This design comes from an exercise in tuning for small area, a short achievable clock period and few clock cycles per item on the open sky130 flow, not from production work.
At most, simulation tests tie the RTL to the original design; equivalence was not proved.
No functional check of the RTL was part of run 1.

==> flow/design.v, too long to show whole: its modules and the start of the top module <==
// module barrett_reduce_pipe: 720 lines
// module csa_fa: 10 lines
module barrett_reduce_pipe (
    input  logic        clk,
    input  logic        rst,
    input  logic        in_valid,
    input  logic [63:0] in_data,
    output logic        in_ready,
    output logic        out_valid,
    output logic [31:0] out_data,
    input  logic        out_ready,
    output logic        out_err
);
  // ...
==> flow/flow/run.sh <==
#!/bin/bash
set -e
export BUFFER_PORTS_ARGS="-buffer_cell sky130_fd_sc_hd__buf_2"
bash standard.sh > standard.log 2>&1
==> flow/standard.sh <==
#!/bin/bash
# synth_recipe.tcl (not shown) runs the flow's synth.tcl, then flattens the netlist and writes it again
# the make line also repeats each setting of config.mk as NAME=value (left out here)
make -C /OpenROAD-flow-scripts/flow DESIGN_CONFIG=/design/flow/config.mk WORK_HOME=/design/flow/orfs CLKGATE_MAP_FILE= SYNTH_SCRIPT=/design/flow/synth_recipe.tcl "${@:-finish}"
==> flow/config.mk <==
export PLATFORM = sky130hd
export DESIGN_NAME = barrett_reduce_pipe
export DESIGN_NICKNAME = barrett_reduce_pipe
export VERILOG_FILES = /design/flow/design.v
export SDC_FILE = /design/flow/constraint.sdc
export NUM_CORES = 4
export LEC_CHECK = 0
export CAP_MARGIN = 20
export CORE_MARGIN = 2
export CORE_UTILIZATION = 40
export SETUP_SLACK_MARGIN = 2.5
export SLEW_MARGIN = 20
export SYNTH_HIERARCHICAL = 1
export SYNTH_MINIMUM_KEEP_SIZE = 0
==> flow/constraint.sdc <==
create_clock -name core_clock -period 9.0 [get_ports {clk}]
set_input_delay 1.8000 -clock core_clock [delete_from_list [all_inputs] [get_ports {clk}]]
set_output_delay 1.8000 -clock core_clock [all_outputs]
set_load 0.01 [all_outputs]
==> flow_summary.yaml, run 1 <==
floorplan:
  rows: 66
  die_area_mm2: 0.03429
worst_setup_path:
  cp.depth: 10
  crit_fanout: 11
  r2r_cells: 18
  path_buf_inv: 1
  path_cells: "buf_2 > fa_1 > fa_1 > fa_1 > fa_1 > fa_1 > fa_1 > fa_1 > ha_1 > mux4_2"
global_routing:
  globalRouteMet2Util_pct: 31.60
  track_usage_pct: 19.72
  antenna_found_initial: 0
finish:
  multi_input_area_share_pct: 66.36
  final_cell_mix: "fa_1 (268), edfxtp_1 (102), buf_2 (100)"
  syn2layout_area_growth_pct: 10.01
  fin_cells: 1615
routing:
  dr_wl_met3_um: 1968
  wl_per_cell_um: 19.69
  first_pass_iters: 5
  dr.max_layer_used: "met4"
  routed-wl-met2_um: 14680
synth:
  ys_top_cells_by_count: "fa_1 (268), edfxtp_1 (102), ha_1 (93)"
  synth-seq-cells: 104
  synth.area.mux_share_pct: 1.563
  synthesis.area_mm2: 0.01313
  synth-edff-count: 102
  synth_top_family_by_area: "adder cells"
placed_design:
  post-place-ws_ns: 2.336
outcome:
  status: "finished clean"
worst_hold_path:
  hold_end: "q_err2$_DFFE_PP_"
clocking:
  cts.sinks: 104
timing:
  final_max_slew_viol_count: 0
==> run 2, diff against run 1 <==
--- a/flow/design.v
+++ b/flow/design.v
@@ -596,62 +596,108 @@
     wire ca_G12 = ca_g[23] | (ca_p[23] & ca_g[22]);
     wire ca_P12 = ca_p[23] & ca_p[22];
     wire ca_G13 = ca_g[25] | (ca_p[25] & ca_g[24]);
     wire ca_P13 = ca_p[25] & ca_p[24];
     wire ca_G14 = ca_g[27] | (ca_p[27] & ca_g[26]);
     wire ca_P14 = ca_p[27] & ca_p[26];
     wire ca_G15 = ca_g[29] | (ca_p[29] & ca_g[28]);
     wire ca_P15 = ca_p[29] & ca_p[28];
-    wire ca_G16 = ca_G2 | (ca_P2 & ca_G1);
-    wire ca_G17 = ca_G4 | (ca_P4 & ca_G3);
-    wire ca_P17 = ca_P4 & ca_P3;
-    wire ca_G18 = ca_G6 | (ca_P6 & ca_G5);
-    wire ca_P18 = ca_P6 & ca_P5;
-    wire ca_G19 = ca_G8 | (ca_P8 & ca_G7);
-    wire ca_P19 = ca_P8 & ca_P7;
-    wire ca_G20 = ca_G10 | (ca_P10 & ca_G9);
-    wire ca_P20 = ca_P10 & ca_P9;
-    wire ca_G21 = ca_G12 | (ca_P12 & ca_G11);
-    wire ca_P21 = ca_P12 & ca_P11;
-    wire ca_G22 = ca_G14 | (ca_P14 & ca_G13);
-    wire ca_P22 = ca_P14 & ca_P13;
-    wire ca_G23 = ca_G17 | (ca_P17 & ca_G16);
-    wire ca_G24 = ca_G19 | (ca_P19 & ca_G18);
-    wire ca_P24 = ca_P19 & ca_P18;
-    wire ca_G25 = ca_G21 | (ca_P21 & ca_G20);
-    wire ca_P25 = ca_P21 & ca_P20;
-    wire ca_G26 = ca_G24 | (ca_P24 & ca_G23);
-    wire ca_G27 = ca_G25 | (ca_P25 & ca_G26);
-    wire ca_G28 = ca_G18 | (ca_P18 & ca_G23);
-    wire ca_G29 = ca_G20 | (ca_P20 & ca_G26);
-    wire ca_G30 = ca_G22 | (ca_P22 & ca_G27);
-    wire ca_G31 = ca_G3 | (ca_P3 & ca_G16);
-    wire ca_G32 = ca_G5 | (ca_P5 & ca_G23);
-    wire ca_G33 = ca_G7 | (ca_P7 & ca_G28);
-    wire ca_G34 = ca_G9 | (ca_P9 & ca_G26);
-    wire ca_G35 = ca_G11 | (ca_P11 & ca_G29);
-    wire ca_G36 = ca_G13 | (ca_P13 & ca_G27);
-    wire ca_G37 = ca_G15 | (ca_P15 & ca_G30);
-    wire ca_G38 = ca_g[2] | (ca_p[2] & ca_G1);
-    wire ca_G39 = ca_g[4] | (ca_p[4] & ca_G16);
-    wire ca_G40 = ca_g[6] | (ca_p[6] & ca_G31);
-    wire ca_G41 = ca_g[8] | (ca_p[8] & ca_G23);
-    wire ca_G42 = ca_g[10] | (ca_p[10] & ca_G32);
-    wire ca_G43 = ca_g[12] | (ca_p[12] & ca_G28);
-    wire ca_G44 = ca_g[14] | (ca_p[14] & ca_G33);
-    wire ca_G45 = ca_g[16] | (ca_p[16] & ca_G26);
-    wire ca_G46 = ca_g[18] | (ca_p[18] & ca_G34);
-    wire ca_G47 = ca_g[20] | (ca_p[20] & ca_G29);
-    wire ca_G48 = ca_g[22] | (ca_p[22] & ca_G35);
-    wire ca_G49 = ca_g[24] | (ca_p[24] & ca_G27);
-    wire ca_G50 = ca_g[26] | (ca_p[26] & ca_G36);
-    wire ca_G51 = ca_g[28] | (ca_p[28] & ca_G30);
-    wire ca_G52 = ca_g[30] | (ca_p[30] & ca_G37);
-    wire [30:0] r = ca_p ^ {ca_G37, ca_G51, ca_G30, ca_G50, ca_G36, ca_G49, ca_G27, ca_G48, ca_G35, ca_G47, ca_G29, ca_G46, ca_G34, ca_G45, ca_G26, ca_G44, ca_G33, ca_G43, ca_G28, ca_G42, ca_G32, ca_G41, ca_G23, ca_G40, ca_G31, ca_G39, ca_G16, ca_G38, ca_G1, ca_g[0], 1'b0};
+    wire ca_G16 = ca_g[2] | (ca_p[2] & ca_G1);
+    wire ca_G17 = ca_G2 | (ca_P2 & ca_G1);
+    wire ca_G18 = ca_g[6] | (ca_p[6] & ca_G3);
+    wire ca_P18 = ca_p[6] & ca_P3;
+    wire ca_G19 = ca_G4 | (ca_P4 & ca_G3);
+    wire ca_P19 = ca_P4 & ca_P3;
+    wire ca_G20 = ca_g[10] | (ca_p[10] & ca_G5);
+    wire ca_P20 = ca_p[10] & ca_P5;
+    wire ca_G21 = ca_G6 | (ca_P6 & ca_G5);
+    wire ca_P21 = ca_P6 & ca_P5;
+    wire ca_G22 = ca_g[14] | (ca_p[14] & ca_G7);
+    wire ca_P22 = ca_p[14] & ca_P7;
+    wire ca_G23 = ca_G8 | (ca_P8 & ca_G7);
+    wire ca_P23 = ca_P8 & ca_P7;
+    wire ca_G24 = ca_g[18] | (ca_p[18] & ca_G9);
+    wire ca_P24 = ca_p[18] & ca_P9;
+    wire ca_G25 = ca_G10 | (ca_P10 & ca_G9);
+    wire ca_P25 = ca_P10 & ca_P9;
+    wire ca_G26 = ca_g[22] | (ca_p[22] & ca_G11);
+    wire ca_P26 = ca_p[22] & ca_P11;
+    wire ca_G27 = ca_G12 | (ca_P12 & ca_G11);
+    wire ca_P27 = ca_P12 & ca_P11;
+    wire ca_G28 = ca_g[26] | (ca_p[26] & ca_G13);
+    wire ca_P28 = ca_p[26] & ca_P13;
+    wire ca_G29 = ca_G14 | (ca_P14 & ca_G13);
+    wire ca_P29 = ca_P14 & ca_P13;
+    wire ca_G30 = ca_g[30] | (ca_p[30] & ca_G15);
+    wire ca_P30 = ca_p[30] & ca_P15;
+    wire ca_G31 = ca_g[4] | (ca_p[4] & ca_G17);
+    wire ca_G32 = ca_G3 | (ca_P3 & ca_G17);
+    wire ca_G33 = ca_G18 | (ca_P18 & ca_G17);
+    wire ca_G34 = ca_G19 | (ca_P19 & ca_G17);
+    wire ca_G35 = ca_g[12] | (ca_p[12] & ca_G21);
+    wire ca_P35 = ca_p[12] & ca_P21;
+    wire ca_G36 = ca_G7 | (ca_P7 & ca_G21);
+    wire ca_P36 = ca_P7 & ca_P21;
+    wire ca_G37 = ca_G22 | (ca_P22 & ca_G21);
+    wire ca_P37 = ca_P22 & ca_P21;
+    wire ca_G38 = ca_G23 | (ca_P23 & ca_G21);
+    wire ca_P38 = ca_P23 & ca_P21;
+    wire ca_G39 = ca_g[20] | (ca_p[20] & ca_G25);
+    wire ca_P39 = ca_p[20] & ca_P25;
+    wire ca_G40 = ca_G11 | (ca_P11 & ca_G25);
+    wire ca_P40 = ca_P11 & ca_P25;
+    wire ca_G41 = ca_G26 | (ca_P26 & ca_G25);
+    wire ca_P41 = ca_P26 & ca_P25;
+    wire ca_G42 = ca_G27 | (ca_P27 & ca_G25);
+    wire ca_P42 = ca_P27 & ca_P25;
+    wire ca_G43 = ca_g[28] | (ca_p[28] & ca_G29);
+    wire ca_P43 = ca_p[28] & ca_P29;
+    wire ca_G44 = ca_G15 | (ca_P15 & ca_G29);
+    wire ca_P44 = ca_P15 & ca_P29;
+    wire ca_G45 = ca_G30 | (ca_P30 & ca_G29);
+    wire ca_P45 = ca_P30 & ca_P29;
+    wire ca_G46 = ca_g[8] | (ca_p[8] & ca_G34);
+    wire ca_G47 = ca_G5 | (ca_P5 & ca_G34);
+    wire ca_G48 = ca_G20 | (ca_P20 & ca_G34);
+    wire ca_G49 = ca_G21 | (ca_P21 & ca_G34);
+    wire ca_G50 = ca_G35 | (ca_P35 & ca_G34);
+    wire ca_G51 = ca_G36 | (ca_P36 & ca_G34);
+    wire ca_G52 = ca_G37 | (ca_P37 & ca_G34);
+    wire ca_G53 = ca_G38 | (ca_P38 & ca_G34);
+    wire ca_G54 = ca_g[24] | (ca_p[24] & ca_G42);
+    wire ca_P54 = ca_p[24] & ca_P42;
+    wire ca_G55 = ca_G13 | (ca_P13 & ca_G42);
+    wire ca_P55 = ca_P13 & ca_P42;
+    wire ca_G56 = ca_G28 | (ca_P28 & ca_G42);
+    wire ca_P56 = ca_P28 & ca_P42;
+    wire ca_G57 = ca_G29 | (ca_P29 & ca_G42);
+    wire ca_P57 = ca_P29 & ca_P42;
+    wire ca_G58 = ca_G43 | (ca_P43 & ca_G42);
+    wire ca_P58 = ca_P43 & ca_P42;
+    wire ca_G59 = ca_G44 | (ca_P44 & ca_G42);
+    wire ca_P59 = ca_P44 & ca_P42;
+    wire ca_G60 = ca_G45 | (ca_P45 & ca_G42);
+    wire ca_P60 = ca_P45 & ca_P42;
+    wire ca_G61 = ca_g[16] | (ca_p[16] & ca_G53);
+    wire ca_G62 = ca_G9 | (ca_P9 & ca_G53);
+    wire ca_G63 = ca_G24 | (ca_P24 & ca_G53);
+    wire ca_G64 = ca_G25 | (ca_P25 & ca_G53);
+    wire ca_G65 = ca_G39 | (ca_P39 & ca_G53);
+    wire ca_G66 = ca_G40 | (ca_P40 & ca_G53);
+    wire ca_G67 = ca_G41 | (ca_P41 & ca_G53);
+    wire ca_G68 = ca_G42 | (ca_P42 & ca_G53);
+    wire ca_G69 = ca_G54 | (ca_P54 & ca_G53);
+    wire ca_G70 = ca_G55 | (ca_P55 & ca_G53);
+    wire ca_G71 = ca_G56 | (ca_P56 & ca_G53);
+    wire ca_G72 = ca_G57 | (ca_P57 & ca_G53);
+    wire ca_G73 = ca_G58 | (ca_P58 & ca_G53);
+    wire ca_G74 = ca_G59 | (ca_P59 & ca_G53);
+    wire ca_G75 = ca_G60 | (ca_P60 & ca_G53);
+    wire [30:0] r = ca_p ^ {ca_G74, ca_G73, ca_G72, ca_G71, ca_G70, ca_G69, ca_G68, ca_G67, ca_G66, ca_G65, ca_G64, ca_G63, ca_G62, ca_G61, ca_G53, ca_G52, ca_G51, ca_G50, ca_G49, ca_G48, ca_G47, ca_G46, ca_G34, ca_G33, ca_G32, ca_G31, ca_G17, ca_G16, ca_G1, ca_g[0], 1'b0};
     logic [30:0] q_r;
     logic        q_err2;
     always_ff @(posedge clk) begin
         if (w_ld2) begin
             q_r    <= r;
             q_err2 <= q_err1;
         end
     end
@@ -674,48 +720,70 @@
     wire inc_G8 = inc_g[15] | (inc_p[15] & inc_g[14]);
     wire inc_P8 = inc_p[15] & inc_p[14];
     wire inc_G9 = inc_g[17] | (inc_p[17] & inc_g[16]);
     wire inc_P9 = inc_p[17] & inc_p[16];
     wire inc_G10 = inc_g[19] | (inc_p[19] & inc_g[18]);
     wire inc_P10 = inc_p[19] & inc_p[18];
     wire inc_G11 = inc_g[21] | (inc_p[21] & inc_g[20]);
     wire inc_P11 = inc_p[21] & inc_p[20];
-    wire inc_G12 = inc_G2 | (inc_P2 & inc_G1);
-    wire inc_G13 = inc_G4 | (inc_P4 & inc_G3);
-    wire inc_P13 = inc_P4 & inc_P3;
-    wire inc_G14 = inc_G6 | (inc_P6 & inc_G5);
-    wire inc_P14 = inc_P6 & inc_P5;
-    wire inc_G15 = inc_G8 | (inc_P8 & inc_G7);
-    wire inc_P15 = inc_P8 & inc_P7;
-    wire inc_G16 = inc_G10 | (inc_P10 & inc_G9);
-    wire inc_P16 = inc_P10 & inc_P9;
-    wire inc_G17 = inc_G13 | (inc_P13 & inc_G12);
-    wire inc_G18 = inc_G15 | (inc_P15 & inc_G14);
-    wire inc_P18 = inc_P15 & inc_P14;
-    wire inc_G19 = inc_G18 | (inc_P18 & inc_G17);
-    wire inc_G20 = inc_G14 | (inc_P14 & inc_G17);
-    wire inc_G21 = inc_G16 | (inc_P16 & inc_G19);
-    wire inc_G22 = inc_G3 | (inc_P3 & inc_G12);
-    wire inc_G23 = inc_G5 | (inc_P5 & inc_G17);
-    wire inc_G24 = inc_G7 | (inc_P7 & inc_G20);
-    wire inc_G25 = inc_G9 | (inc_P9 & inc_G19);
-    wire inc_G26 = inc_G11 | (inc_P11 & inc_G21);
-    wire inc_G27 = inc_g[2] | (inc_p[2] & inc_G1);
-    wire inc_G28 = inc_g[4] | (inc_p[4] & inc_G12);
-    wire inc_G29 = inc_g[6] | (inc_p[6] & inc_G22);
-    wire inc_G30 = inc_g[8] | (inc_p[8] & inc_G17);
-    wire inc_G31 = inc_g[10] | (inc_p[10] & inc_G23);
-    wire inc_G32 = inc_g[12] | (inc_p[12] & inc_G20);
-    wire inc_G33 = inc_g[14] | (inc_p[14] & inc_G24);
-    wire inc_G34 = inc_g[16] | (inc_p[16] & inc_G19);
-    wire inc_G35 = inc_g[18] | (inc_p[18] & inc_G25);
-    wire inc_G36 = inc_g[20] | (inc_p[20] & inc_G21);
-    wire inc_G37 = inc_g[22] | (inc_p[22] & inc_G26);
-    wire [22:0] lo = inc_p ^ {inc_G26, inc_G36, inc_G21, inc_G35, inc_G25, inc_G34, inc_G19, inc_G33, inc_G24, inc_G32, inc_G20, inc_G31, inc_G23, inc_G30, inc_G17, inc_G29, inc_G22, inc_G28, inc_G12, inc_G27, inc_G1, inc_g[0], 1'b0};
+    wire inc_G12 = inc_g[2] | (inc_p[2] & inc_G1);
+    wire inc_G13 = inc_G2 | (inc_P2 & inc_G1);
+    wire inc_G14 = inc_g[6] | (inc_p[6] & inc_G3);
+    wire inc_P14 = inc_p[6] & inc_P3;
+    wire inc_G15 = inc_G4 | (inc_P4 & inc_G3);
+    wire inc_P15 = inc_P4 & inc_P3;
+    wire inc_G16 = inc_g[10] | (inc_p[10] & inc_G5);
+    wire inc_P16 = inc_p[10] & inc_P5;
+    wire inc_G17 = inc_G6 | (inc_P6 & inc_G5);
+    wire inc_P17 = inc_P6 & inc_P5;
+    wire inc_G18 = inc_g[14] | (inc_p[14] & inc_G7);
+    wire inc_P18 = inc_p[14] & inc_P7;
+    wire inc_G19 = inc_G8 | (inc_P8 & inc_G7);
+    wire inc_P19 = inc_P8 & inc_P7;
+    wire inc_G20 = inc_g[18] | (inc_p[18] & inc_G9);
+    wire inc_P20 = inc_p[18] & inc_P9;
+    wire inc_G21 = inc_G10 | (inc_P10 & inc_G9);
+    wire inc_P21 = inc_P10 & inc_P9;
+    wire inc_G22 = inc_g[22] | (inc_p[22] & inc_G11);
+    wire inc_P22 = inc_p[22] & inc_P11;
+    wire inc_G23 = inc_g[4] | (inc_p[4] & inc_G13);
+    wire inc_G24 = inc_G3 | (inc_P3 & inc_G13);
+    wire inc_G25 = inc_G14 | (inc_P14 & inc_G13);
+    wire inc_G26 = inc_G15 | (inc_P15 & inc_G13);
+    wire inc_G27 = inc_g[12] | (inc_p[12] & inc_G17);
+    wire inc_P27 = inc_p[12] & inc_P17;
+    wire inc_G28 = inc_G7 | (inc_P7 & inc_G17);
+    wire inc_P28 = inc_P7 & inc_P17;
+    wire inc_G29 = inc_G18 | (inc_P18 & inc_G17);
+    wire inc_P29 = inc_P18 & inc_P17;
+    wire inc_G30 = inc_G19 | (inc_P19 & inc_G17);
+    wire inc_P30 = inc_P19 & inc_P17;
+    wire inc_G31 = inc_g[20] | (inc_p[20] & inc_G21);
+    wire inc_P31 = inc_p[20] & inc_P21;
+    wire inc_G32 = inc_G11 | (inc_P11 & inc_G21);
+    wire inc_P32 = inc_P11 & inc_P21;
+    wire inc_G33 = inc_G22 | (inc_P22 & inc_G21);
+    wire inc_P33 = inc_P22 & inc_P21;
+    wire inc_G34 = inc_g[8] | (inc_p[8] & inc_G26);
+    wire inc_G35 = inc_G5 | (inc_P5 & inc_G26);
+    wire inc_G36 = inc_G16 | (inc_P16 & inc_G26);
+    wire inc_G37 = inc_G17 | (inc_P17 & inc_G26);
+    wire inc_G38 = inc_G27 | (inc_P27 & inc_G26);
+    wire inc_G39 = inc_G28 | (inc_P28 & inc_G26);
+    wire inc_G40 = inc_G29 | (inc_P29 & inc_G26);
+    wire inc_G41 = inc_G30 | (inc_P30 & inc_G26);
+    wire inc_G42 = inc_g[16] | (inc_p[16] & inc_G41);
+    wire inc_G43 = inc_G9 | (inc_P9 & inc_G41);
+    wire inc_G44 = inc_G20 | (inc_P20 & inc_G41);
+    wire inc_G45 = inc_G21 | (inc_P21 & inc_G41);
+    wire inc_G46 = inc_G31 | (inc_P31 & inc_G41);
+    wire inc_G47 = inc_G32 | (inc_P32 & inc_G41);
+    wire inc_G48 = inc_G33 | (inc_P33 & inc_G41);
+    wire [22:0] lo = inc_p ^ {inc_G47, inc_G46, inc_G45, inc_G44, inc_G43, inc_G42, inc_G41, inc_G40, inc_G39, inc_G38, inc_G37, inc_G36, inc_G35, inc_G34, inc_G26, inc_G25, inc_G24, inc_G23, inc_G13, inc_G12, inc_G1, inc_g[0], 1'b0};
     wire        lo_c = neg & (&q_r[22:0]);
     wire [7:0]  hi  = {1'b0, q_r[29:23]} + {1'b0, {3{neg}}, 1'b0, {3{neg}}} + {7'd0, lo_c};
     wire [29:0] res = {hi[6:0], lo};
     assign out_valid = r_v2;
     assign out_data  = {2'b0, res & {30{r_v2}}};
     assign out_err   = r_v2 & q_err2;
 endmodule
 module csa_fa (
==> flow/config.mk (replaced) <==
export PLATFORM = sky130hd
export DESIGN_NAME = barrett_reduce_pipe
export DESIGN_NICKNAME = barrett_reduce_pipe
export VERILOG_FILES = /design/flow/design.v
export SDC_FILE = /design/flow/constraint.sdc
export NUM_CORES = 4
export LEC_CHECK = 0
export CAP_MARGIN = 20
export CORE_MARGIN = 2
export CORE_UTILIZATION = 40
export SETUP_SLACK_MARGIN = 3.6
export SLEW_MARGIN = 20
export SYNTH_HIERARCHICAL = 1
export SYNTH_MINIMUM_KEEP_SIZE = 0
==> run 2 against run 1 <==
  * Still clean on timing, DRC and antenna
  * Core utilization grew 3.0 points
  * First-iteration DRC count increased by 3.8%
  * Sequential share of layout area decreased by 1.2 points
  * Die area decreased by 0.72%
  * Setup slack better by 0.52 ns
  * Synthesized cell count up 2.0%
  * Routed wire length is 3.0% higher
  * Clock-buffer cell count unchanged
  * Maximum frequency increased by 9.2%
==> flow_summary.yaml, run 2 <==
timing:
  rsz0062_at_grt: "true"
  timing.hold.ws_ns: 0.4240
  setup_tns_ns: 0
  max_freq_ghz: 0.1765
  fin_crit_sh_pct: 62.97
  period_minus_slack_ns: 5.667
  final_max_slew_viol_count: 0
  worst_slack_ns: 3.333
  max_slew.worst_pin.slew_ns: 0.9159
  finalHoldViolCount: 0
  finalSetupViolCount: 0
  fin_skew_ns: 0.01812
  max_slew_margin_pct: 38.94
finish:
  syn2layout_area_growth_pct: 17.64
  finalNetCount: 1662
  final_cell_mix: "fa_1 (220), edfxtp_1 (102), ha_1 (81)"
  fin_cells: 1696
  drive_above_1_share_pct: 22.25
  largestRegisters: "q_r: 31 flops, q_s1: 31 flops, q_c1: 26 flops"
  final_cell_area_mm2: 0.01533
  diodes: 0
  final_common_cell: "fa_1"
synth:
  ys_top_cells_by_count: "fa_1 (258), edfxtp_1 (102), inv_1 (93)"
  synthArstFlopShare_pct: 1.923
  syn_avg_cell_area_um2: 11.83
  synthFlopType: "edfxtp_1"
  synth_most_common_cell: "fa_1"
  synthesis.area_mm2: 0.01304
  synth_top_area_share_pct: 39.62
  synthCells: 1102
  synth-edff-count: 102
  ys_seq_area_share_pct: 23.88
  synth-seq-cells: 104
  synth_top_cell_by_area: "fa_1"
  yosys-top-cells-area: "fa_1 (40%), edfxtp_1 (23%), ha_1 (8.4%)"
  yosys_warnings: 7
  ys_types: 63
floorplan:
  die_area_mm2: 0.03405
  coreArea_mm2: 0.03229
  initial_core_util_pct: 40.37
  fp.dieW_um: 184.5
  rows: 66
  die_h_um: 184.5
  io-pin-count: 103
routing:
  ant_nets: 0
  wl_per_cell_um: 19.31
  vias: 8836
  first_pass_iters: 5
  route.detailed.drc: 0
  wirelength_um: 32750
  drtIter0Drc: 737
  via_per_inst: 5.210
clocking:
  ctsLongestPathBuffers: 2
  cts.clk_slew.worst_paths_ns: 0.08
  cts_tree: "done"
  clkLatencyLatePin_ns: 0.37
  postCtsHoldBufs: 0
  cts_htree_levels: 3
  cts_buffers: 9
  root_buffer: "clkbuf_16"
  cts.sinks: 104
worst_setup_path:
  worstSetupPathType: "primary input to flop"
  path_common_cell: "fa_2"
  critPathMaxStageDelay_ns: 0.51
  cp.arrival_ns: 5.78
  endpoint_kind: "flop"
  path_cells: "buf_12 > fa_2 > fa_2 > fa_2 > fa_2 > fa_1 > inv_1 > fa_2 > inv_2 > fa_2 > ha_4 > inv_4 > mux4_2"
  ff2ff_setup_slack_ns: 3.86
  crit_fanout: 4
  path_delay_family: "adder cells"
  r2r_cells: 17
  crit_slowest_cell: "fa_2"
  critical_path.startpoint_type: "primary input"
  cp.depth: 13
  path_buf_inv: 4
  crit_required_ns: 9.11
global_routing:
  grt_pass1_vias: 9146
  grt.overflow.total: 0
  track_usage_pct: 19.96
  grt_max_degree: 71
  antenna_found_initial: 0
  grt_pass1_wl_um: 51000
placed_design:
  placed_area_mm2: 0.01413
  dp_hpwl_um: 26860
  io_buffers: 100
  post-place-ws_ns: 2.587
  dp_cells: 1624
  gp_congestion: 0.9401
job:
  cap_viol_max_count: 0
worst_hold_path:
  hp-class: "flop to flop"
  hold_depth: 0
outcome:
  status: "finished clean"
[run 2: changes by cell type after synthesis, sizes merged, moves of 10 or more]
cell / delta
o21ai: +14
fa: -10
inv: +11
xnor2: +18
nand3: +10
[run 2: final cells by class]
cell class,count,area [um2]
Inverter,96,406.6
Clock buffer,9,225.2
Timing Repair Buffer,163,1231
Sequential cell,104,3113
Tap cell,442,553.0
Multi-Input combinational cell,875,9709
Clock inverter,7,96.34
Fill cell,2891,16950
[run 2: final timing paths]
| kind | from | end |
|---|---|---|
| setup / recovery | in_data[44] | q_ta[1]$_DFFE_PP_ |
| max in group asynchronous | rst | r_v1$_DFFE_PP0N_ |
| hold reg to reg | q_err1$_DFFE_PP_ | q_err2$_DFFE_PP_ |
| min in group asynchronous | rst | r_v2$_DFFE_PP0P_ |
| hold / removal | q_err1$_DFFE_PP_ | q_err2$_DFFE_PP_ |
| setup reg to reg | q_s17[0]$_DFFE_PP_ | q_r[29]$_DFFE_PP_ |
[run 2: kinds of logic after synthesis]
logic type | Yosys count | share of synthesized area (%)
XOR/XNOR | 53 | 3.619
other | 1 | 0.02877
AO/OA/AOI/OAI | 204 | 9.762
flip-flops | 104 | 23.88
adder cells (fa/ha/maj) | 345 | 47.97
buffers and inverters | 129 | 3.830
AND/OR/NAND/NOR | 251 | 9.493
multiplexers | 15 | 1.411
[run 2: per-module statistics from Yosys (local to each module, per instance)]
module | flops+latches | cell area, um2 | copies in the design
csa_fa | 0 | 20.02 | 248
barrett_reduce_pipe | 104 | 8070 | 1
[run 2: stage by stage]
step | utilization (%)
6_report | 47.49
5_1_grt | 47.49
4_1_cts | 46.29
3_5_place_dp | 43.75
3_3_place_gp | 43.75
2_1_floorplan | -
[run 2: timing repair]
action | CTS | global route
setup endpoints to repair | 23 | 25
pin swaps | 18 | 29
buffers inserted | 27 | 29
resized for setup | 86 | 48
[run 2: routing by layer]
| layer | share of wire (%) | wire length, um | vias up | GRT usage [%] |
|---|---|---|---|---|
| li1 | - | - | 4052 | - |
| met1 | 45 | 14710 | 4393 | 28.03 |
| met2 | 46 | 15010 | 330 | 31.67 |
| met3 | 6.1 | 1985 | 61 | 3.043 |
| met4 | 3.2 | 1045 | 0 | 6.944 |
| met5 | 0 | 0 | - | 0 |
Testbench counts of run 2, summed over its fixed seeds: cycles 8,016, items 8,000.
==> run 3, diff against run 2 <==
--- a/flow/config.mk
+++ b/flow/config.mk
@@ -6,8 +6,10 @@
 export NUM_CORES = 4
 export LEC_CHECK = 0
+export ABC_AREA = 1
 export CAP_MARGIN = 20
 export CORE_MARGIN = 2
-export CORE_UTILIZATION = 40
-export SETUP_SLACK_MARGIN = 3.6
+export CORE_UTILIZATION = 60
+export CTS_BUF_LIST = sky130_fd_sc_hd__clkbuf_4 sky130_fd_sc_hd__clkbuf_8
+export SETUP_SLACK_MARGIN = 3.0
 export SLEW_MARGIN = 20
 export SYNTH_HIERARCHICAL = 1
==> run 3 against run 2 <==
  * Synthesized cell count grew 24%
  * Die area fell by 30%
  * Sequential cell count unchanged
  * Still clean
  * Maximum frequency down 1.8%
  * Critical endpoint is now q_tc[1]$_DFFE_PP_
  * Cell count is 3.0% higher
  * Non-clock buffer count down 56
  * Clock skew shrank 0.0021 ns
==> flow_summary.yaml, run 3 <==
outcome:
  status: "finished clean"
global_routing:
  grt_pass1_vias: 9608
  grt_pass1_wl_um: 51910
  grt.overflow.total: 0
  grt_max_degree: 68
  antenna_found_initial: 0
  track_usage_pct: 29.07
finish:
  largestRegisters: "q_r: 31 flops, q_s1: 31 flops, q_c1: 26 flops"
  drive_above_1_share_pct: 11.11
  syn2layout_area_growth_pct: 7.927
  finalNetCount: 1875
  diodes: 0
  final_common_cell: "nand2_1"
  final_cell_mix: "nand2_1 (273), fa_1 (257), inv_1 (184)"
synth:
  ys_top_cells_by_count: "nand2_1 (273), fa_1 (258), inv_1 (187)"
  synth-seq-cells: 104
  synthesis.area_mm2: 0.01353
  synthFlopType: "edfxtp_1"
  yosys_warnings: 7
  ys_seq_area_share_pct: 23.01
  synthArstFlopShare_pct: 1.923
  synth_top_cell_by_area: "fa_1"
  syn_avg_cell_area_um2: 9.939
  synth_most_common_cell: "nand2_1"
  ys_types: 54
  synthCells: 1361
  yosys-top-cells-area: "fa_1 (38%), edfxtp_1 (23%), ha_1 (8.0%)"
  synth-edff-count: 102
  synth_top_area_share_pct: 38.18
timing:
  max_slew.worst_pin.slew_ns: 0.9514
  rsz0062_at_grt: "true"
  fin_skew_ns: 0.01601
  max_slew_margin_pct: 36.43
  final_max_slew_viol_count: 0
  max_freq_ghz: 0.1733
  setup_tns_ns: 0
  finalHoldViolCount: 0
  timing.hold.ws_ns: 0.4539
  fin_crit_sh_pct: 64.11
  period_minus_slack_ns: 5.770
  finalSetupViolCount: 0
clocking:
  postCtsHoldBufs: 0
  cts.sinks: 104
  root_buffer: "clkbuf_8"
  ctsLongestPathBuffers: 2
  cts_buffers: 9
  clkLatencyLatePin_ns: 0.40
  cts.clk_slew.worst_paths_ns: 0.11
  cts_htree_levels: 3
  cts_tree: "done"
routing:
  drtIter0Drc: 852
  first_pass_iters: 6
  wirelength_um: 32660
  route.detailed.drc: 0
  vias: 9674
  via_per_inst: 5.537
  ant_nets: 0
  wl_per_cell_um: 18.69
worst_hold_path:
  hp-class: "flop to flop"
floorplan:
  die_area_mm2: 0.02376
  coreArea_mm2: 0.02196
  io-pin-count: 103
  die_h_um: 154.2
  fp.dieW_um: 154.2
  initial_core_util_pct: 61.60
  rows: 54
worst_setup_path:
  critical_path.startpoint_type: "primary input"
  worstSetupPathType: "primary input to flop"
  crit_fanout: 7
  crit_required_ns: 9.16
  endpoint_kind: "flop"
  cp.arrival_ns: 5.93
placed_design:
  io_buffers: 100
  dp_hpwl_um: 27910
  gp_congestion: 0.9574
job:
  cap_viol_max_count: 0
## run 3: cell types whose count changed after synthesis, moves of 10 or more
| cell | before | now |
|---|---|---|
| nand2_2 | 0 | 11 |
| nand2_1 | 63 | 273 |
| inv_1 | 93 | 187 |
| a211oi_1 | 14 | 2 |
| xor2_1 | 23 | 8 |
| nand3_1 | 24 | 67 |
| and2_1 | 32 | 1 |
| xnor2_1 | 29 | 8 |
| a21o_1 | 12 | 2 |
| clkbuf_1 | 24 | 10 |
| o21ai_1 | 13 | 2 |
| nor2b_1 | 11 | 0 |
| nor2_1 | 61 | 110 |
## run 3: per-module statistics from Yosys, one instance, submodules excluded
module	times used	flops+latches
barrett_reduce_pipe	1	104
csa_fa	248	0
## run 3: cells by family (layout without fill, tap and decap cells)
logic type               count (synthesis)  count (layout)  share of synthesized area, %
AO/OA/AOI/OAI                          157             157                         6.558
XOR/XNOR                                17              17                         1.156
adder cells (fa/ha/maj)                345             345                         46.23
buffers and inverters                  217             317                         6.345
flip-flops                             104             104                         23.01
other                                    1               7                       0.02772
AND/OR/NAND/NOR                        520             520                         16.67
## run 3: layout make-up
class	count	area, um2
clock buffer	9	123.9
clock inverter	7	115.1
fill	1771	7360
inverter	194	737.0
multi-input combinational	1046	9592
sequential	104	3113
tap	280	350.3
timing repair buffer	107	568.0
## run 3: routing by layer
metal / share of wire (%) / up-vias / global-route usage, %
li1: - / 4593 / -
met1: 45 / 4669 / 42.02
met2: 46 / 373 / 45.97
met3: 6.6 / 39 / 5.242
met4: 2.7 / 0 / 8.100
met5: 0 / - / 0
## run 3: through the flow
stage	cell area [um2]	std cells	utilization (%)	setup slack, ns
3_3_place_gp	14310	1727	65.15	2.755
3_5_place_dp	14310	1727	65.15	2.692
6_report	14600	1747	66.48	3.230
4_1_cts	14540	1743	66.23	3.136
2_1_floorplan	13550	1367	-	3.213
5_1_grt	14600	1747	66.48	2.994
## run 3: final timing paths
| kind | start | to | slack [ns] | cells past startpoint |
|---|---|---|---|---|
| max | in_data[29] | q_tc[1]$_DFFE_PP_ | 3.23 | 16 |
| min | q_err1$_DFFE_PP_ | q_err2$_DFFE_PP_ | 0.45 | 0 |
| max reg2reg | q_s17[0]$_DFFE_PP_ | q_r[16]$_DFFE_PP_ | 3.74 | 21 |
| min reg2reg | q_err1$_DFFE_PP_ | q_err2$_DFFE_PP_ | 0.45 | 0 |
| max in group asynchronous | rst | r_v1$_DFFE_PP0N_ | 7.64 | 2 |
| min in group asynchronous | rst | r_v2$_DFFE_PP0P_ | 1.25 | 2 |
## run 3: timing repair
item / 4_1_cts / 5_1_grt
setup buffers: 0 / 4
resized for setup: 0 / 9
endpoints found under the setup margin: 0 / 4
## run 3: critical path: stages
cell and delay [ns]:
buf_2 0.27, clkinvlp_4 0.17, fa_1 0.50, fa_1 0.46
fa_1 0.42, inv_1 0.11, fa_1 0.44, fa_1 0.41
inv_1 0.08, fa_1 0.46, inv_1 0.17, ha_1 0.25
inv_1 0.08, o21ai_0 0.09, o211ai_1 0.16, nand2_1 0.07
==> run 4, diff against run 3 <==
--- a/flow/config.mk
+++ b/flow/config.mk
@@ -6,9 +6,7 @@
 export NUM_CORES = 4
 export LEC_CHECK = 0
-export ABC_AREA = 1
 export CAP_MARGIN = 20
 export CORE_MARGIN = 2
-export CORE_UTILIZATION = 60
-export CTS_BUF_LIST = sky130_fd_sc_hd__clkbuf_4 sky130_fd_sc_hd__clkbuf_8
+export CORE_UTILIZATION = 40
 export SETUP_SLACK_MARGIN = 3.0
 export SLEW_MARGIN = 20
==> run 4 against run 3 <==
  * Via count fell by 12%
  * Register-to-register slack got worse by 0.28 ns
  * Worst hold slack got worse by 0.028 ns
  * Design area fell by 0.67%
  * Highest routed layer unchanged
  * Still clean on timing, DRC and antenna
  * Critical endpoint is now q_ta[1]$_DFFE_PP_
==> flow_summary.yaml, run 4 <==
outcome:
  status: "finished clean"
synth:
  synthCells: 1102
  synthFlopType: "edfxtp_1"
  yosys_warnings: 7
  syn_avg_cell_area_um2: 11.83
  synthesis.area_mm2: 0.01304
  ys_top_cells_by_count: "fa_1 (258), edfxtp_1 (102), inv_1 (93)"
  synthArstFlopShare_pct: 1.923
  synth_top_cell_by_area: "fa_1"
  synth-edff-count: 102
  synth-seq-cells: 104
  ys_seq_area_share_pct: 23.88
  ys_types: 63
  synth_top_area_share_pct: 39.62
  synth_most_common_cell: "fa_1"
  yosys-top-cells-area: "fa_1 (40%), edfxtp_1 (23%), ha_1 (8.4%)"
worst_setup_path:
  endpoint_kind: "flop"
  cp.arrival_ns: 6.03
  worstSetupPathType: "primary input to flop"
  crit_slowest_cell: "fa_2"
  crit_fanout: 8
  path_cells: "clkbuf_4 > fa_2 > fa_2 > fa_2 > fa_2 > fa_1 > inv_1 > fa_1 > inv_2 > fa_2 > ha_1 > inv_1 > mux4_2"
  path_common_cell: "fa_2"
  critPathMaxStageDelay_ns: 0.53
  critical_path.startpoint_type: "primary input"
  crit_required_ns: 9.11
  path_buf_inv: 4
  path_delay_family: "adder cells"
timing:
  fin_crit_sh_pct: 65.80
  timing.hold.ws_ns: 0.4257
  finalHoldViolCount: 0
  max_slew_margin_pct: 37.71
  finalSetupViolCount: 0
  period_minus_slack_ns: 5.922
  rsz0062_at_grt: "false"
  max_slew.worst_pin.slew_ns: 0.9343
  fin_skew_ns: 0.02152
  final_max_slew_viol_count: 0
  max_freq_ghz: 0.1689
  setup_tns_ns: 0
finish:
  drive_above_1_share_pct: 13.92
  final_cell_mix: "fa_1 (249), edfxtp_1 (102), buf_2 (88)"
  fillers: 3010
  final_common_cell: "fa_1"
  syn2layout_area_growth_pct: 11.25
  largestRegisters: "q_r: 31 flops, q_s1: 31 flops, q_c1: 26 flops"
  diodes: 0
  fin_cells: 1649
  finalNetCount: 1615
clocking:
  cts_htree_levels: 3
  clkLatencyLatePin_ns: 0.37
  root_buffer: "clkbuf_16"
  cts_buffers: 9
  cts.clk_slew.worst_paths_ns: 0.08
  ctsLongestPathBuffers: 2
  cts_tree: "done"
  cts.sinks: 104
routing:
  first_pass_iters: 5
  wirelength_um: 31700
  vias: 8546
  via_per_inst: 5.183
  ant_nets: 0
  route.detailed.drc: 0
  wl_per_cell_um: 19.22
  drtIter0Drc: 713
floorplan:
  die_h_um: 184.5
  coreArea_mm2: 0.03229
  rows: 66
  fp.dieW_um: 184.5
  io-pin-count: 103
  initial_core_util_pct: 40.37
  die_area_mm2: 0.03405
job:
  cap_viol_max_count: 0
placed_design:
  dp_hpwl_um: 26730
  gp_congestion: 0.9486
  io_buffers: 100
  dp_cells: 1623
global_routing:
  grt.overflow.total: 0
  antenna_found_initial: 0
  grt_max_degree: 71
  grt_pass1_vias: 8713
  track_usage_pct: 19.48
  grt_pass1_wl_um: 49350
worst_hold_path:
  hp-class: "flop to flop"
==> run 4: worst paths after layout <==
| kind | startpoint | endpoint | slack (ns) | depth (start not counted) |
|---|---|---|---|---|
| setup / recovery | in_data[32] | q_ta[1]$_DFFE_PP_ | 3.08 | 13 |
| hold / removal | q_err1$_DFFE_PP_ | q_err2$_DFFE_PP_ | 0.43 | 0 |
| setup reg to reg | q_s17[0]$_DFFE_PP_ | q_r[29]$_DFFE_PP_ | 3.46 | 16 |
| hold reg to reg | q_err1$_DFFE_PP_ | q_err2$_DFFE_PP_ | 0.43 | 0 |
| max in group asynchronous | rst | r_v2$_DFFE_PP0P_ | 7.62 | 2 |
| min in group asynchronous | rst | r_v1$_DFFE_PP0N_ | 1.27 | 2 |
==> run 4: layout make-up <==
type	instances	area [um2]	share of cell area, %
multi-input combinational	875	9487	65.42
sequential	104	3113	21.47
timing repair buffer	116	650.6	4.487
tap	442	553.0	3.814
inverter	96	379.1	2.614
clock buffer	9	225.2	1.553
clock inverter	7	93.84	0.6471
==> run 4: timing repair <==
action | in CTS | in global routing
resized for setup | 2 | 24
hold buffers | 0 | 0
pin swaps | 0 | 2
endpoints found under the setup margin | 3 | 4
buffers inserted | 0 | 10
==> run 4: kinds of logic (layout without fill, tap and decap cells) <==
| logic type | Yosys count | after routing | synth area share, % |
|---|---|---|---|
| AO/OA/AOI/OAI | 204 | 204 | 9.762 |
| XOR/XNOR | 53 | 53 | 3.619 |
| adder cells (fa/ha/maj) | 345 | 345 | 47.97 |
| buffers and inverters | 129 | 228 | 3.830 |
| flip-flops | 104 | 104 | 23.88 |
| multiplexers | 15 | 15 | 1.411 |
| other | 1 | 7 | 0.02877 |
| AND/OR/NAND/NOR | 251 | 251 | 9.493 |
==> run 4: worst reg2reg max path, delay by kind of cell, from the launching register on <==
family                   cells  cell delay [ns]
AO/OA/AOI/OAI                9             1.94
adder cells (fa/ha/maj)      4             1.88
flip-flops                   1             0.74
buffers and inverters        1             0.30
AND/OR/NAND/NOR              1             0.27
XOR/XNOR                     1             0.15
==> run 4: modules after synthesis (local to each module, per instance) <==
module | cells inside | cell area [um2]
csa_fa | 1 | 20.02
barrett_reduce_pipe | 854 | 8070
==> run 4: through the flow <==
| step | setup slack, ns | instance area [um2] | util, % |
|---|---|---|---|
| finish | 3.078 | 14500 | 44.91 |
| CTS | 2.989 | 14360 | 44.46 |
| detailed placement | 2.375 | 14030 | 43.46 |
| global placement | 2.504 | 14030 | 43.46 |
| global route | 2.995 | 14500 | 44.91 |
| floorplan | 3.031 | 13070 | - |
==> run 4: layer usage <==
metal	GRT usage, %	part of all wire (%)	vias up
li1	-	-	3961
met1	28.44	46	4235
met2	30.27	46	316
met3	2.193	6.1	34
met4	6.688	2.4	0
met5	0	0	-
==> run 5, diff against run 4 <==
==> flow/flow/run.sh (replaced) <==
#!/bin/bash
set -e
export BUFFER_PORTS_ARGS="-buffer_cell sky130_fd_sc_hd__buf_1"
bash standard.sh > standard.log 2>&1
==> run 5 against run 4 <==
  * Still clean on timing, DRC and antenna
  * Sequential share of layout area about the same
  * Critical path depth unchanged
  * Maximum frequency rose by 1.2%
  * Worst hold slack gained 0.0039 ns
  * Largest cell class unchanged
==> flow_summary.yaml, run 5 <==
routing:
  ant_nets: 0
  wl_per_cell_um: 18.97
  first_pass_iters: 5
  via_per_inst: 5.164
  vias: 8556
  wirelength_um: 31430
  route.detailed.drc: 0
  drtIter0Drc: 673
placed_design:
  gp_congestion: 0.9431
  dp_hpwl_um: 26210
  dp_cells: 1625
  post-place-ws_ns: 1.953
  io_buffers: 100
synth:
  synthFlopType: "edfxtp_1"
  syn_avg_cell_area_um2: 11.83
  synthesis.area_mm2: 0.01304
  yosys_warnings: 7
  ys_seq_area_share_pct: 23.88
  synthCells: 1102
  synth_most_common_cell: "fa_1"
  synthArstFlopShare_pct: 1.923
  ys_top_cells_by_count: "fa_1 (258), edfxtp_1 (102), inv_1 (93)"
  synth_top_cell_by_area: "fa_1"
  yosys-top-cells-area: "fa_1 (40%), edfxtp_1 (23%), ha_1 (8.4%)"
  synth-seq-cells: 104
  synth-edff-count: 102
  synth_top_area_share_pct: 39.62
  ys_types: 63
worst_hold_path:
  hold_start: "q_err1$_DFFE_PP_"
  hp-class: "flop to flop"
clocking:
  cts_tree: "done"
  ctsLongestPathBuffers: 2
  cts.sinks: 104
  clkLatencyLatePin_ns: 0.36
  cts_htree_levels: 3
  root_buffer: "clkbuf_16"
  cts.clk_slew.worst_paths_ns: 0.08
  cts_buffers: 9
  postCtsHoldBufs: 0
worst_setup_path:
  cp.arrival_ns: 5.95
  path_common_cell: "fa_1"
  critPathMaxStageDelay_ns: 0.49
  path_delay_family: "adder cells"
  endpoint_kind: "flop"
  path_cells: "clkbuf_4 > fa_1 > fa_1 > fa_2 > fa_2 > fa_1 > inv_1 > fa_1 > inv_2 > fa_2 > ha_1 > inv_1 > mux4_2"
  crit_slowest_cell: "fa_1"
  critical_path.startpoint_type: "primary input"
  critPathLaunch: "in_data[34]"
  worstSetupPathType: "primary input to flop"
  crit_required_ns: 9.10
  path_buf_inv: 4
  crit_fanout: 8
  r2r-start: "q_s17[1]$_DFFE_PP_"
job:
  cap_viol_max_count: 0
global_routing:
  antenna_found_initial: 0
  grt_pass1_wl_um: 49020
  track_usage_pct: 19.20
  grt_pass1_vias: 8728
  grt_max_degree: 71
  grt.overflow.total: 0
timing:
  setup_tns_ns: 0
  max_freq_ghz: 0.1708
  fin_skew_ns: 0.02516
  max_slew_margin_pct: 36.61
  final_max_slew_viol_count: 0
  finalHoldViolCount: 0
  period_minus_slack_ns: 5.855
  fin_crit_sh_pct: 65.05
  max_slew.worst_pin.slew_ns: 0.9508
  rsz0062_at_grt: "false"
  worst_slack_ns: 3.145
  finalSetupViolCount: 0
finish:
  diodes: 0
  finalNetCount: 1623
  largestRegisters: "q_r: 31 flops, q_s1: 31 flops, q_c1: 26 flops"
  final_cell_mix: "fa_1 (246), edfxtp_1 (102), inv_1 (87)"
  final_common_cell: "fa_1"
  fin_cells: 1657
  drive_above_1_share_pct: 8.560
  syn2layout_area_growth_pct: 11.17
floorplan:
  die_h_um: 184.5
  coreArea_mm2: 0.03229
  fp.dieW_um: 184.5
  rows: 66
  initial_core_util_pct: 40.37
  die_area_mm2: 0.03405
  io-pin-count: 103
outcome:
  status: "finished clean"
[run 5: what timing repair did]
action                     in CTS  in global routing
setup endpoints to repair       7                  4
pin swaps                       0                  5
setup buffers                   0                 16
resized for setup              24                 37
[run 5: per-module statistics from Yosys, one instance, submodules excluded]
module	copies in the design	area, um2	flip-flops and latches	cells
barrett_reduce_pipe	1	8070	104	854
csa_fa	248	20.02	0	1
[run 5: layout make-up]
type / instances / area (um2)
Fill cell: 3007 / 17800
Clock inverter: 7 / 86.33
Sequential cell: 104 / 3113
Clock buffer: 9 / 225.2
Timing Repair Buffer: 124 / 624.3
Tap cell: 442 / 553.0
Multi-Input combinational cell: 875 / 9510
Inverter: 96 / 379.1
[run 5: path summary, 6_finish.rpt]
kind,to,slack (ns),cells past startpoint
max,q_ta[1]$_DFFE_PP_,3.15,13
min,q_err2$_DFFE_PP_,0.43,0
max reg2reg,q_r[28]$_DFFE_PP_,3.42,16
min reg2reg,q_err2$_DFFE_PP_,0.43,0
max in group asynchronous,r_v1$_DFFE_PP0N_,7.64,2
min in group asynchronous,r_v2$_DFFE_PP0P_,1.25,2
[run 5: logic make-up after synthesis]
group,after synthesis,share of synthesized area (%)
fa+ha+maj,345,47.97
simple gates,251,9.493
compound gates,204,9.762
buf+inv,129,3.830
flops,104,23.88
xor+xnor,53,3.619
mux,15,1.411
other cells,1,0.02877
[run 5: metrics by stage]
stage	hold slack [ns]	cell area (um2)	utilization, %
2_1_floorplan	0.4003	13070	-
3_3_place_gp	0.4144	13920	43.11
3_5_place_dp	0.4156	13920	43.11
4_1_cts	0.4350	14260	44.18
5_1_grt	0.4495	14490	44.88
6_report	0.4296	14490	44.88
[run 5: per-layer routing]
metal  track usage, %  share of wire (%)
met1            27.07                 45
met2            30.38                 46
met3            3.774                6.9
met4            5.184                2.1
met5                0                  0
==> run 6, diff against run 5 <==
--- a/flow/config.mk
+++ b/flow/config.mk
@@ -9,5 +9,5 @@
 export CORE_MARGIN = 2
 export CORE_UTILIZATION = 40
-export SETUP_SLACK_MARGIN = 3.0
+export SETUP_SLACK_MARGIN = 2.8
 export SLEW_MARGIN = 20
 export SYNTH_HIERARCHICAL = 1
==> run 6 against run 5 <==
  * Design area down 1.3%
  * Core utilization down 0.60 points
  * Clock-buffer cell count unchanged
  * Clock skew down 0.0085 ns
  * Maximum frequency down 3.1%
==> flow_summary.yaml, run 6 <==
global_routing:
  grt_max_degree: 71
  grt.overflow.total: 0
  track_usage_pct: 19.14
  grt_pass1_wl_um: 49180
  grt_pass1_vias: 8892
  antenna_found_initial: 0
finish:
  fillers: 3010
  final_common_cell: "fa_1"
  drive_above_1_share_pct: 5.500
  multiInputGateArea_mm2: 0.009467
  syn2layout_area_growth_pct: 9.675
  finalNetCount: 1608
  diodes: 0
  fin_cells: 1642
  largestRegisters: "q_r: 31 flops, q_s1: 31 flops, q_c1: 26 flops"
  final_cell_mix: "fa_1 (253), edfxtp_1 (102), inv_1 (93)"
  regArea_mm2: 0.003113
outcome:
  status: "finished clean"
timing:
  max_slew.worst_pin.slew_ns: 0.9068
  final_max_slew_viol_count: 0
  period_minus_slack_ns: 6.039
  finalHoldViolCount: 0
  setup_tns_ns: 0
  max_freq_ghz: 0.1656
  finalSetupViolCount: 0
  fin_skew_ns: 0.01664
  fin_crit_sh_pct: 67.10
  max_slew_margin_pct: 39.55
  rsz0062_at_grt: "false"
synth:
  ys_seq_area_share_pct: 23.88
  synthFlopType: "edfxtp_1"
  synth_top_area_share_pct: 39.62
  synthArstFlopShare_pct: 1.923
  syn_avg_cell_area_um2: 11.83
  synth_top_cell_by_area: "fa_1"
  synth-edff-count: 102
  synth-seq-cells: 104
  synthesis.area_mm2: 0.01304
  yosys-top-cells-area: "fa_1 (40%), edfxtp_1 (23%), ha_1 (8.4%)"
  ys_top_cells_by_count: "fa_1 (258), edfxtp_1 (102), inv_1 (93)"
  yosys_warnings: 7
  ys_types: 63
  synth_most_common_cell: "fa_1"
  synthCells: 1102
clocking:
  clkLatencyLatePin_ns: 0.37
  cts.sinks: 104
  cts.clk_slew.worst_paths_ns: 0.08
  root_buffer: "clkbuf_16"
  cts_htree_levels: 3
  postCtsHoldBufs: 0
  cts_tree: "done"
  cts_buffers: 9
  ctsLongestPathBuffers: 2
worst_setup_path:
  critPathMaxStageDelay_ns: 0.50
  ff2ff_setup_slack_ns: 3.31
  worstSetupPathType: "primary input to flop"
  critical_path.startpoint_type: "primary input"
  crit_required_ns: 9.10
  path_buf_inv: 5
  path_delay_family: "adder cells"
  r2r_cells: 20
  path_common_cell: "fa_1"
  path_cells: "buf_1 > buf_8 > fa_2 > fa_1 > fa_2 > fa_1 > fa_1 > inv_1 > fa_1 > inv_1 > fa_2 > ha_1 > inv_1 > mux4_2"
  cp.depth: 14
  endpoint_kind: "flop"
  crit_fanout: 11
  cp.arrival_ns: 6.14
  crit_slowest_cell: "fa_1"
placed_design:
  dp_hpwl_um: 26070
  gp_congestion: 0.9338
  dp_cells: 1626
  io_buffers: 100
floorplan:
  io-pin-count: 103
  rows: 66
  coreArea_mm2: 0.03229
  fp.dieW_um: 184.5
  initial_core_util_pct: 40.37
  die_h_um: 184.5
  die_area_mm2: 0.03405
routing:
  ant_nets: 0
  wl_per_cell_um: 18.75
  vias: 8520
  route.detailed.drc: 0
  wirelength_um: 30790
  first_pass_iters: 5
  drtIter0Drc: 620
  via_per_inst: 5.189
job:
  cap_viol_max_count: 0
worst_hold_path:
  hold_depth: 0
  hp-class: "flop to flop"
-- run 6: worst paths after layout --
check | endpoint | from
setup / recovery | q_ta[1]$_DFFE_PP_ | in_data[23]
hold / removal | q_err2$_DFFE_PP_ | q_err1$_DFFE_PP_
setup reg to reg | q_r[30]$_DFFE_PP_ | q_tc[1]$_DFFE_PP_
hold reg to reg | q_err2$_DFFE_PP_ | q_err1$_DFFE_PP_
max in group asynchronous | r_v1$_DFFE_PP0N_ | rst
min in group asynchronous | r_v2$_DFFE_PP0P_ | rst
-- run 6: logic make-up after synthesis --
| group | Yosys count | synth area share (%) |
|---|---|---|
| flops | 104 | 23.88 |
| buf+inv | 129 | 3.830 |
| compound gates | 204 | 9.762 |
| simple gates | 251 | 9.493 |
| other cells | 1 | 0.02877 |
| fa+ha+maj | 345 | 47.97 |
| mux | 15 | 1.411 |
| xor+xnor | 53 | 3.619 |
-- run 6: per-layer routing --
metal  track usage [%]  vias to the layer above  wire length, um
met1             27.28                     4203            14100
li1                  -                     3944                -
met5                 0                        -                0
met3             3.181                       31             2059
met2             30.75                      342            14120
met4             4.480                        0              511
-- run 6: final cells by class --
class / count / area share (%)
multi-input cells: 875 / 66.22
flip-flops and latches: 104 / 21.77
well taps: 442 / 3.868
repair buffers: 109 / 3.370
inverters: 96 / 2.521
clock buffers: 9 / 1.575
clock inverters: 7 / 0.6739
-- run 6: metrics by stage --
| stage | instance area [um2] | setup slack (ns) | util [%] | hold slack [ns] |
|---|---|---|---|---|
| 2_1_floorplan | 13060 | 2.932 | - | 0.4003 |
| 3_3_place_gp | 13920 | 2.056 | 43.10 | 0.4147 |
| 3_5_place_dp | 13920 | 1.901 | 43.10 | 0.4143 |
| 4_1_cts | 14250 | 2.832 | 44.15 | 0.4328 |
| 5_1_grt | 14300 | 2.801 | 44.28 | 0.4544 |
| 6_report | 14300 | 2.961 | 44.28 | 0.4344 |
-- run 6: repair_timing --
action                                  4_1_cts  5_1_grt
hold endpoints to repair                      0        0
endpoints found under the setup margin        6        4
pin swaps                                     0        1
resized for setup                            13       17
cloned                                        0        0
setup buffers                                 0        0
-- run 6: per-module statistics from Yosys, one instance, submodules excluded --
| module | cells | copies in the design | area (um2) |
|---|---|---|---|
| barrett_reduce_pipe | 854 | 1 | 8070 |
| csa_fa | 1 | 248 | 20.02 |
==> run 7, diff against run 6 <==
--- a/flow/config.mk
+++ b/flow/config.mk
@@ -8,6 +8,8 @@
 export CAP_MARGIN = 20
 export CORE_MARGIN = 2
-export CORE_UTILIZATION = 40
-export SETUP_SLACK_MARGIN = 2.8
+export CORE_UTILIZATION = 55
+export CTS_BUF_LIST = sky130_fd_sc_hd__clkbuf_8 sky130_fd_sc_hd__clkbuf_16
+export PLACE_DENSITY = 0.75
+export SETUP_SLACK_MARGIN = 3.5
 export SLEW_MARGIN = 20
 export SYNTH_HIERARCHICAL = 1
==> run 7 against run 6 <==
  * Synthesized cell count unchanged
  * Register-to-register slack better by 0.62 ns
  * Global-route usage up 7.1 points
  * Design area is 4.3% higher
  * Via count increased by 4.3%
==> flow_summary.yaml, run 7 <==
finish:
  final_common_cell: "fa_1"
  final_cell_mix: "fa_1 (220), edfxtp_1 (102), ha_1 (80)"
  drive_above_1_share_pct: 15.79
  largestRegisters: "q_r: 31 flops, q_s1: 31 flops, q_c1: 26 flops"
  diodes: 0
  syn2layout_area_growth_pct: 14.44
  fillers: 1794
  finalNetCount: 1649
clocking:
  cts_tree: "done"
  cts.clk_slew.worst_paths_ns: 0.08
  cts_htree_levels: 3
  clkLatencyLatePin_ns: 0.37
  ctsLongestPathBuffers: 2
  cts_buffers: 9
  cts.sinks: 104
  root_buffer: "clkbuf_16"
global_routing:
  track_usage_pct: 26.25
  grt_pass1_wl_um: 48860
  antenna_found_initial: 0
  grt.overflow.total: 0
  grt_pass1_vias: 8987
  grt_max_degree: 71
floorplan:
  rows: 56
  coreArea_mm2: 0.02340
  io-pin-count: 103
  initial_core_util_pct: 55.70
  fp.dieW_um: 158.0
  die_area_mm2: 0.02495
  die_h_um: 158.0
worst_setup_path:
  r2r_cells: 17
  timing.rr.end: "q_r[29]$_DFFE_PP_"
  path_cells: "buf_6 > buf_6 > fa_2 > fa_2 > fa_2 > fa_2 > fa_1 > inv_2 > fa_2 > inv_2 > fa_2 > ha_4 > inv_2 > mux4_2"
  path_delay_family: "adder cells"
  crit_slowest_cell: "fa_1"
  r2r-start: "q_s17[1]$_DFFE_PP_"
  critical_path.startpoint_type: "primary input"
  critPathMaxStageDelay_ns: 0.50
  crit_required_ns: 9.10
  ff2ff_setup_slack_ns: 3.93
  endpoint_kind: "flop"
  cp.arrival_ns: 5.74
  crit_fanout: 3
  worstSetupPathType: "primary input to flop"
  path_buf_inv: 5
  path_common_cell: "fa_2"
synth:
  synth-seq-cells: 104
  synthArstFlopShare_pct: 1.923
  synth-edff-count: 102
  syn_avg_cell_area_um2: 11.83
  synth_compound_area_share_pct: 9.762
  synth_top_cell_by_area: "fa_1"
  synthCells: 1102
  synth_most_common_cell: "fa_1"
  synth_xor_area_share_pct: 3.619
  yosys_warnings: 7
  synth_top_area_share_pct: 39.62
  synthFlopType: "edfxtp_1"
  ys_top_cells_by_count: "fa_1 (258), edfxtp_1 (102), inv_1 (93)"
  synthSimpleGateAreaFrac_pct: 9.493
  ys_types: 63
  yosys-top-cells-area: "fa_1 (40%), edfxtp_1 (23%), ha_1 (8.4%)"
  synthesis.area_mm2: 0.01304
  ys_seq_area_share_pct: 23.88
  synth_top_family_by_area: "adder cells"
  synth.area.mux_share_pct: 1.411
  synthAdderAreaFrac_pct: 47.97
routing:
  via_per_inst: 5.697
  wirelength_um: 31430
  route.detailed.drc: 0
  vias: 8887
  wl_per_cell_um: 20.15
  ant_nets: 0
  drtIter0Drc: 651
  first_pass_iters: 7
timing:
  max_slew.worst_pin.slew_ns: 0.9364
  max_slew_margin_pct: 37.58
  period_minus_slack_ns: 5.640
  finalSetupViolCount: 0
  fin_skew_ns: 0.01609
  final_max_slew_viol_count: 0
  setup_tns_ns: 0
  fin_crit_sh_pct: 62.66
  rsz0062_at_grt: "true"
  max_freq_ghz: 0.1773
  finalHoldViolCount: 0
worst_hold_path:
  hp-class: "flop to flop"
  hold_start: "q_err1$_DFFE_PP_"
  hold_end: "q_err2$_DFFE_PP_"
  hold_depth: 0
outcome:
  status: "finished clean"
placed_design:
  dp_hpwl_um: 25340
  gp_congestion: 0.9842
  io_buffers: 100
job:
  cap_viol_max_count: 0
## run 7: cell counts after synthesis
No cell type changed its count.
## run 7: worst max path at each step
stage / start / endpoint / slack (ns) / cells past startpoint
5_1_grt: in_data[23] / q_ta[1]$_DFFE_PP_ / 3.26 / 14
3_3_place_gp: in_data[36] / q_tc[0]$_DFFE_PP_ / 2.27 / 18
3_5_place_dp: in_data[36] / q_tc[0]$_DFFE_PP_ / 2.09 / 18
6_report: in_data[23] / q_ta[1]$_DFFE_PP_ / 3.36 / 14
4_1_cts: in_data[23] / q_ta[1]$_DFFE_PP_ / 3.24 / 14
2_1_floorplan: in_data[29] / q_ta[1]$_DFFE_PP_ / 3.14 / 12
## run 7: timing repair
| item | 4_1_cts | 5_1_grt |
|---|---|---|
| gates resized for setup | 56 | 100 |
| hold buffers | 0 | 0 |
| pin swaps | 9 | 32 |
| setup endpoints to repair | 16 | 23 |
| buffers inserted | 15 | 27 |
## run 7: final cells by class
class | instances | area (um2) | area share, %
well taps | 319 | 399.1 | 2.676
repair buffers | 150 | 977.2 | 6.551
clock inverters | 7 | 73.82 | 0.4949
inverters | 96 | 404.1 | 2.709
flip-flops and latches | 104 | 3113 | 20.87
multi-input cells | 875 | 9724 | 65.19
clock buffers | 9 | 225.2 | 1.510
## run 7: kinds of logic after synthesis
family / count (synthesis)
other cells: 1
mux: 15
flops: 104
compound gates: 204
xor+xnor: 53
buf+inv: 129
fa+ha+maj: 345
simple gates: 251
## run 7: layer usage
metal | track usage, % | share of wire [%] | vias up
met2 | 42.92 | 48 | 424
met3 | 4.517 | 8.2 | 59
met1 | 36.90 | 41 | 4381
met4 | 6.864 | 2.5 | 0
li1 | - | - | 4023
met5 | 0 | 0 | -
## run 7: metrics by stage
| step | hold WS [ns] | instance area (um2) | utilization [%] | std cells | setup WS, ns |
|---|---|---|---|---|---|
| after global placement | 0.4188 | 13830 | 59.08 | 1502 | 2.270 |
| after detailed placement | 0.4081 | 13830 | 59.08 | 1502 | 2.086 |
| after floorplan | 0.4003 | 13130 | - | 1108 | 3.141 |
| after CTS | 0.4246 | 14370 | 61.41 | 1533 | 3.239 |
| final | 0.4236 | 14920 | 63.74 | 1560 | 3.360 |
| after global routing | 0.4302 | 14920 | 63.74 | 1560 | 3.260 |
## run 7: per-module statistics from Yosys, one instance, submodules excluded
module	cells inside	copies in the design	flip-flops and latches	area, um2
barrett_reduce_pipe	854	1	104	8070
csa_fa	1	248	0	20.02

## separate check: timing with driven ports
No port has a modelled driver above. Below, the same layouts with a new extraction and two added sets of constraints. Step 1 sets driving cells, clkbuf_16 on the clock port and buf_2 on the other inputs (assumed; they add their load-dependent delay and slew). Step 2 also shifts input and output timing later by t, the mid clock arrival at the registers, as if the neighbouring blocks saw the same clock. Three values: no drivers, after step 1, after step 2; two values: the first two.
| run | t, ns | setup WS [ns] | hold WS [ns] | worst setup path at the end | slew at the worst register clock pin (ns) |
|---|---|---|---|---|---|
| run 1 | 0.412 | 2.810 / 2.811 / 2.420 | 0.431 / 0.431 / 0.431 | input to register | 0.10 / 0.10 |
| run 2 | 0.409 | 3.333 / 3.334 / 2.925 | 0.424 / 0.424 / 0.424 | input to register | 0.09 / 0.09 |
| run 3 | 0.431 | 3.230 / 3.248 / 2.817 | 0.454 / 0.454 / 0.454 | input to register | 0.12 / 0.12 |
| run 4 | 0.409 | 3.078 / 3.104 / 2.695 | 0.426 / 0.426 / 0.426 | input to register | 0.10 / 0.10 |
| run 5 | 0.395 | 3.145 / 3.163 / 2.768 | 0.430 / 0.430 / 0.430 | input to register | 0.09 / 0.09 |
| run 6 | 0.406 | 2.961 / 2.978 / 2.571 | 0.434 / 0.434 / 0.434 | input to register | 0.09 / 0.09 |
| run 7 | 0.398 | 3.360 / 3.356 / 2.957 | 0.424 / 0.424 / 0.424 | input to register | 0.09 / 0.09 |
After both steps setup and hold are still met in every run listed. The setup slack of run 3, which loses most, moves by +0.018 ns with the drivers and by -0.413 ns with both steps.
